This design comes from an exercise in tuning for small area on the open sky130 flow, not from production work. Function was checked by simulation only, so behaviour that the tests miss may differ from the original. Power and IR drop assume default switching activity.

==> flow/design.v <==
module reg_file_sb #(
    parameter int XLEN   = 32,
    parameter int NREGS  = 32,
    parameter int NRD    = 2,
    parameter int BYPASS = 1,
    localparam int AW    = $clog2(NREGS)
) (
    input  logic                clock,
    input  logic                reset,
    input  logic                WR_EN,
    input  logic                SET,
    input  logic                RESET,
    input  logic [AW-1:0]       write_select,
    input  logic [XLEN-1:0]     data_in,
    input  logic [NRD*AW-1:0]   rd_select,
    output logic [NRD*XLEN-1:0] rd_data,
    output logic [NRD-1:0]      rd_busy,
    input  logic                alloc_valid,
    input  logic [AW-1:0]       alloc_sel,
    output logic                alloc_ready,
    output logic [AW:0]         busy_count
);
    localparam int NPAIR = NREGS / 2;    
    logic [NREGS*XLEN-1:XLEN] regs;     
    logic [NREGS*XLEN-1:XLEN] nheld;    
    logic [NREGS*XLEN-1:XLEN] d;        
    logic [NREGS-1:0] valid;
    logic [NREGS-1:0] we;
    logic [NREGS-1:0] wdec;             
    logic [2*NREGS-1:0] nwe;     
    logic [2*NREGS-1:0] hold;          
    logic [2*XLEN-1:0]  ncv_c;    
    logic [NREGS-1:0] busy;
    logic [NREGS-1:0] busy_next;
    logic             commit;
    logic [XLEN-1:0]  commit_val;
    logic [XLEN-1:0]  ncv;
    logic             alloc_acc;
    logic             count_inc;
    logic             count_dec;
    assign commit = (WR_EN || RESET || SET) && (write_select != '0) && !reset;
    always_comb begin
        commit_val = '0;
        if (WR_EN) begin
            commit_val = data_in;
        end else if (RESET) begin
            commit_val = '0;
        end else begin
            commit_val = XLEN'(1);
        end
    end
    assign ncv = ~commit_val;
    for (genvar c = 0; c < 2; c++) begin : g_ncv
        assign ncv_c[c*XLEN] = ncv[0];
        for (genvar j = 1; j < XLEN; j++) begin : g_bit
            rf_nand2 u_ncv (.a(WR_EN), .b(data_in[j]), .y(ncv_c[c*XLEN + j]));
        end
    end
    always_comb begin
        for (int i = 0; i < NREGS; i++) begin
            wdec[i] = (write_select == AW'(i));
            we[i]   = commit && wdec[i];
        end
        we[0] = 1'b0;
    end
    for (genvar c = 0; c < 2; c++) begin : g_ctl
        assign nwe[c*NREGS]  = 1'b1;
        assign hold[c*NREGS] = 1'b0;
        for (genvar i = 1; i < NREGS; i++) begin : g_reg
            rf_nand2 u_nwe  (.a(commit), .b(wdec[i]), .y(nwe[c*NREGS + i]));
            rf_and2  u_hold (.a(valid[i]), .b(nwe[c*NREGS + i]), .y(hold[c*NREGS + i]));
        end
    end
    assign alloc_ready = (alloc_sel == '0) || !busy[alloc_sel]
                       || (commit && (write_select == alloc_sel));
    assign alloc_acc   = alloc_valid && alloc_ready && (alloc_sel != '0);
    always_comb begin
        busy_next = busy;
        if (commit) begin
            busy_next[write_select] = 1'b0;
        end
        if (alloc_acc) begin
            busy_next[alloc_sel] = 1'b1;
        end
        busy_next[0] = 1'b0;
    end
    always_comb begin
        count_inc = alloc_acc && !busy[alloc_sel];
        count_dec = commit && busy[write_select]
                  && !(alloc_acc && (alloc_sel == write_select));
    end
    for (genvar i = 1; i < NREGS; i++) begin : g_reg
        for (genvar j = 0; j < XLEN; j++) begin : g_bit
            rf_nand2 u_held (
                .a(regs[i*XLEN + j]), .b(hold[(j / (XLEN/2))*NREGS + i]), .y(nheld[i*XLEN + j])
            );
            rf_o21ai u_next (
                .a1(nwe[(j / (XLEN/2))*NREGS + i]), .a2(ncv_c[(i / (NREGS/2))*XLEN + j]),
                .b1(nheld[i*XLEN + j]), .y(d[i*XLEN + j])
            );
        end
    end
    always_ff @(posedge clock) begin
        regs <= d;
    end
    always_ff @(posedge clock or posedge reset) begin
        if (reset) begin
            valid <= '0;
        end else begin
            valid <= valid | we;
        end
    end
    always_ff @(posedge clock or posedge reset) begin
        if (reset) begin
            busy       <= '0;
            busy_count <= '0;
        end else begin
            busy       <= busy_next;
            busy_count <= busy_count + {{AW{1'b0}}, count_inc} - {{AW{1'b0}}, count_dec};
        end
    end
    for (genvar p = 0; p < NRD; p++) begin : g_rd
        logic [AW-1:0]    sel;
        logic             hit;
        logic             nhit;
        logic             same_alloc;
        logic [2*NREGS-1:0] ndec;     
        logic [7:0]       pa;           
        logic [3:0]       pb;           
        assign sel        = rd_select[p*AW +: AW];
        assign hit        = (BYPASS != 0) && commit && (write_select == sel);
        assign nhit       = !hit;
        assign same_alloc = alloc_acc && (alloc_sel == sel);
        always_comb begin
            for (int k = 0; k < 8; k++) pa[k] = (sel[4:2] == 3'(k));
            for (int l = 0; l < 4; l++) pb[l] = (sel[1:0] == 2'(l));
        end
        for (genvar c = 0; c < 2; c++) begin : g_dec
            assign ndec[c*NREGS] = 1'b1;
            for (genvar i = 1; i < NREGS; i++) begin : g_reg
                rf_nand2 u_ndec (.a(pa[i / 4]), .b(pb[i % 4]), .y(ndec[c*NREGS + i]));
            end
        end
        for (genvar j = 0; j < XLEN; j++) begin : g_bit
            logic [NPAIR-1:0]   pair;
            logic [NPAIR/4-1:0] nquad;
            for (genvar k = 0; k < NPAIR; k++) begin : g_pair
                if (2*k + 2 < NREGS) begin : g_rr
                    rf_o22ai u_pair (
                        .a1(nheld[(2*k+1)*XLEN + j]), .a2(ndec[(j / (XLEN/2))*NREGS + 2*k+1]),
                        .b1(nheld[(2*k+2)*XLEN + j]), .b2(ndec[(j / (XLEN/2))*NREGS + 2*k+2]),
                        .y(pair[k])
                    );
                end else begin : g_rf
                    rf_o22ai u_pair (
                        .a1(nheld[(2*k+1)*XLEN + j]), .a2(ndec[(j / (XLEN/2))*NREGS + 2*k+1]),
                        .b1(nhit), .b2(ncv[j]),
                        .y(pair[k])
                    );
                end
            end
            for (genvar q = 0; q < NPAIR/4; q++) begin : g_quad
                rf_nor4 u_quad (
                    .a(pair[4*q]), .b(pair[4*q+1]), .c(pair[4*q+2]), .d(pair[4*q+3]),
                    .y(nquad[q])
                );
            end
            rf_nand4 u_out (
                .a(nquad[0]), .b(nquad[1]), .c(nquad[2]), .d(nquad[3]),
                .y(rd_data[p*XLEN + j])
            );
        end
        assign rd_busy[p] = busy[sel] && !(hit && !same_alloc);
    end
endmodule
module rf_nand2 (input logic a, input logic b, output logic y);
    assign y = !(a && b);
endmodule
module rf_and2 (input logic a, input logic b, output logic y);
    assign y = a && b;
endmodule
module rf_o21ai (input logic a1, input logic a2, input logic b1, output logic y);
    assign y = !((a1 || a2) && b1);
endmodule
module rf_o22ai (
    input logic a1, input logic a2, input logic b1, input logic b2, output logic y
);
    assign y = !((a1 || a2) && (b1 || b2));
endmodule
module rf_nor4 (
    input logic a, input logic b, input logic c, input logic d, output logic y
);
    assign y = !(a || b || c || d);
endmodule
module rf_nand4 (
    input logic a, input logic b, input logic c, input logic d, output logic y
);
    assign y = !(a && b && c && d);
endmodule
clock: 10.0 ns
lec_check: 0
cap_margin: 20
core_margin: 2
core_utilization: 30
place_density: 0.4
slew_margin: 20
standard.sh (not shown) runs the stock make flow with config.mk's settings and CLKGATE_MAP_FILE= SYNTH_SCRIPT=/design/flow/synth_recipe.tcl, a recipe that flattens the netlist after the stock synthesis.
==> flow/flow/run.sh <==
#!/bin/bash
# Layout flow: the standard ORFS flow, with two changes:
#  - synthesis is the standard synthesis script (synth_recipe.tcl) run with the
#    design's hierarchy kept until after technology mapping (so each small gate
#    module rf_* of the RTL is mapped on its own), and with ABC's mapping script
#    swapped for an area-oriented one (flow/area.abc). synth_recipe.tcl then
#    flattens the design as usual; the registers, their names and cell types are
#    those of the standard synthesis;
#  - the remaining ORFS steps run with the extra settings in flow/knobs.
# Each tool's output goes to a log file of its own in this folder.
set -euo pipefail
W=$(pwd)

cat > "$W/own_synth.tcl" <<EOF
proc abc {args} {
  set i [lsearch -exact \$args -script]
  if { \$i >= 0 } { lset args [expr {\$i + 1}] {$W/flow/area.abc} }
  yosys abc {*}\$args
}
source {$W/synth_recipe.tcl}
EOF

KNOBS=()
if [[ -f "$W/flow/knobs" ]]; then
  while read -r line; do
    [[ -z "$line" || "$line" == \#* ]] && continue
    KNOBS+=("$line")
  done < "$W/flow/knobs"
fi

make -C "$FLOW_HOME" DESIGN_CONFIG="$W/config.mk" WORK_HOME="$W/orfs" CLKGATE_MAP_FILE= \
  SYNTH_SCRIPT="$W/own_synth.tcl" SYNTH_HIERARCHICAL=1 SYNTH_MINIMUM_KEEP_SIZE=0 \
  synth > "$W/synth.log" 2>&1
bash "$W/standard.sh" "${KNOBS[@]}" finish > "$W/layout.log" 2>&1
==> flow/flow/area.abc <==
strash
&get -n
&fraig -x
&put
scorr
dc2
strash
&get -n
&dch -f
&nf -R 1000
&put
==> flow/flow/knobs <==
# extra ORFS make variables for the steps after synthesis, one per line
REMOVE_ABC_BUFFERS=1
BUFFER_PORTS_ARGS=-buffer_cell sky130_fd_sc_hd__buf_1
CTS_ARGS=-sink_clustering_enable -repair_clock_nets -dont_use_dummy_load -buf_list sky130_fd_sc_hd__clkbuf_8 -sink_clustering_size 16 -sink_clustering_max_diameter 60
Next try:
--- a/flow/design.v
+++ b/flow/design.v
@@ -23,15 +23,13 @@
     localparam int NPAIR = NREGS / 2;    
     logic [NREGS*XLEN-1:XLEN] regs;     
     logic [NREGS*XLEN-1:XLEN] nheld;    
     logic [NREGS*XLEN-1:XLEN] d;        
     logic [NREGS-1:0] valid;
+    logic [NREGS-1:0] hold;             
     logic [NREGS-1:0] we;
-    logic [NREGS-1:0] wdec;             
-    logic [2*NREGS-1:0] nwe;     
-    logic [2*NREGS-1:0] hold;          
-    logic [2*XLEN-1:0]  ncv_c;    
+    logic [NREGS-1:0] nwe;
     logic [NREGS-1:0] busy;
     logic [NREGS-1:0] busy_next;
     logic             commit;
     logic [XLEN-1:0]  commit_val;
     logic [XLEN-1:0]  ncv;
@@ -48,31 +46,18 @@
         end else begin
             commit_val = XLEN'(1);
         end
     end
     assign ncv = ~commit_val;
-    for (genvar c = 0; c < 2; c++) begin : g_ncv
-        assign ncv_c[c*XLEN] = ncv[0];
-        for (genvar j = 1; j < XLEN; j++) begin : g_bit
-            rf_nand2 u_ncv (.a(WR_EN), .b(data_in[j]), .y(ncv_c[c*XLEN + j]));
-        end
-    end
     always_comb begin
         for (int i = 0; i < NREGS; i++) begin
-            wdec[i] = (write_select == AW'(i));
-            we[i]   = commit && wdec[i];
+            we[i] = commit && (write_select == AW'(i));
         end
         we[0] = 1'b0;
     end
-    for (genvar c = 0; c < 2; c++) begin : g_ctl
-        assign nwe[c*NREGS]  = 1'b1;
-        assign hold[c*NREGS] = 1'b0;
-        for (genvar i = 1; i < NREGS; i++) begin : g_reg
-            rf_nand2 u_nwe  (.a(commit), .b(wdec[i]), .y(nwe[c*NREGS + i]));
-            rf_and2  u_hold (.a(valid[i]), .b(nwe[c*NREGS + i]), .y(hold[c*NREGS + i]));
-        end
-    end
+    assign nwe  = ~we;
+    assign hold = valid & ~we;
     assign alloc_ready = (alloc_sel == '0) || !busy[alloc_sel]
                        || (commit && (write_select == alloc_sel));
     assign alloc_acc   = alloc_valid && alloc_ready && (alloc_sel != '0);
     always_comb begin
         busy_next = busy;
@@ -90,15 +75,14 @@
                   && !(alloc_acc && (alloc_sel == write_select));
     end
     for (genvar i = 1; i < NREGS; i++) begin : g_reg
         for (genvar j = 0; j < XLEN; j++) begin : g_bit
             rf_nand2 u_held (
-                .a(regs[i*XLEN + j]), .b(hold[(j / (XLEN/2))*NREGS + i]), .y(nheld[i*XLEN + j])
+                .a(regs[i*XLEN + j]), .b(hold[i]), .y(nheld[i*XLEN + j])
             );
             rf_o21ai u_next (
-                .a1(nwe[(j / (XLEN/2))*NREGS + i]), .a2(ncv_c[(i / (NREGS/2))*XLEN + j]),
-                .b1(nheld[i*XLEN + j]), .y(d[i*XLEN + j])
+                .a1(nwe[i]), .a2(ncv[j]), .b1(nheld[i*XLEN + j]), .y(d[i*XLEN + j])
             );
         end
     end
     always_ff @(posedge clock) begin
         regs <= d;
@@ -122,40 +106,33 @@
     for (genvar p = 0; p < NRD; p++) begin : g_rd
         logic [AW-1:0]    sel;
         logic             hit;
         logic             nhit;
         logic             same_alloc;
-        logic [2*NREGS-1:0] ndec;     
-        logic [7:0]       pa;           
-        logic [3:0]       pb;           
+        logic [NREGS-1:0] ndec;
         assign sel        = rd_select[p*AW +: AW];
         assign hit        = (BYPASS != 0) && commit && (write_select == sel);
         assign nhit       = !hit;
         assign same_alloc = alloc_acc && (alloc_sel == sel);
         always_comb begin
-            for (int k = 0; k < 8; k++) pa[k] = (sel[4:2] == 3'(k));
-            for (int l = 0; l < 4; l++) pb[l] = (sel[1:0] == 2'(l));
-        end
-        for (genvar c = 0; c < 2; c++) begin : g_dec
-            assign ndec[c*NREGS] = 1'b1;
-            for (genvar i = 1; i < NREGS; i++) begin : g_reg
-                rf_nand2 u_ndec (.a(pa[i / 4]), .b(pb[i % 4]), .y(ndec[c*NREGS + i]));
+            for (int i = 0; i < NREGS; i++) begin
+                ndec[i] = (sel != AW'(i));
             end
         end
         for (genvar j = 0; j < XLEN; j++) begin : g_bit
             logic [NPAIR-1:0]   pair;
             logic [NPAIR/4-1:0] nquad;
             for (genvar k = 0; k < NPAIR; k++) begin : g_pair
                 if (2*k + 2 < NREGS) begin : g_rr
                     rf_o22ai u_pair (
-                        .a1(nheld[(2*k+1)*XLEN + j]), .a2(ndec[(j / (XLEN/2))*NREGS + 2*k+1]),
-                        .b1(nheld[(2*k+2)*XLEN + j]), .b2(ndec[(j / (XLEN/2))*NREGS + 2*k+2]),
+                        .a1(nheld[(2*k+1)*XLEN + j]), .a2(ndec[2*k+1]),
+                        .b1(nheld[(2*k+2)*XLEN + j]), .b2(ndec[2*k+2]),
                         .y(pair[k])
                     );
                 end else begin : g_rf
                     rf_o22ai u_pair (
-                        .a1(nheld[(2*k+1)*XLEN + j]), .a2(ndec[(j / (XLEN/2))*NREGS + 2*k+1]),
+                        .a1(nheld[(2*k+1)*XLEN + j]), .a2(ndec[2*k+1]),
                         .b1(nhit), .b2(ncv[j]),
                         .y(pair[k])
                     );
                 end
             end
@@ -174,13 +151,10 @@
     end
 endmodule
 module rf_nand2 (input logic a, input logic b, output logic y);
     assign y = !(a && b);
 endmodule
-module rf_and2 (input logic a, input logic b, output logic y);
-    assign y = a && b;
-endmodule
 module rf_o21ai (input logic a1, input logic a2, input logic b1, output logic y);
     assign y = !((a1 || a2) && b1);
 endmodule
 module rf_o22ai (
     input logic a1, input logic a2, input logic b1, input logic b2, output logic y
Global-route usage goes up by 7.2 points.
Worst setup slack improved by 0.67 ns.
Wire length rises by 23%.
Via count increases by about 4.4%.
Core utilization climbs by 0.71 points.
Power increases by about 4.6%.
Clock skew is about the same.
Cell area goes up by about 0.47%.
Synthesized cell count decreases by 4.2%.
Clock-buffer cell count came out higher by 2.

==> re-timing with driven ports <==
In the flow no input, the clock included, has a driving cell. The finished layouts below were timed again as built, in two steps. Step 1, drivers: a clkbuf_16 drives clock and a buf_2 each remaining input, both assumed. Step 2 adds t to the input delays and takes it off the output delays; t is the mean of the earliest and latest rising clock arrival at the registers after step 1. Input paths then give back, and output paths get back, about the clock's delay inside the block. Slacks: ideal / step 1 / step 2; pairs: ideal / step 1.
run	shift t [ns]	setup WS [ns]	worst setup path at the end	pins driven straight from the clock port
the first run	0.881	0.652 / 0.627 / 0.627	input to output	1
the second run	0.942	1.327 / 1.300 / 1.300	input to output	1
After both steps setup and hold are still met in every run listed. For the second run, which loses most, drivers alone change the setup slack by -0.027 ns; drivers and shift together by -0.027 ns.
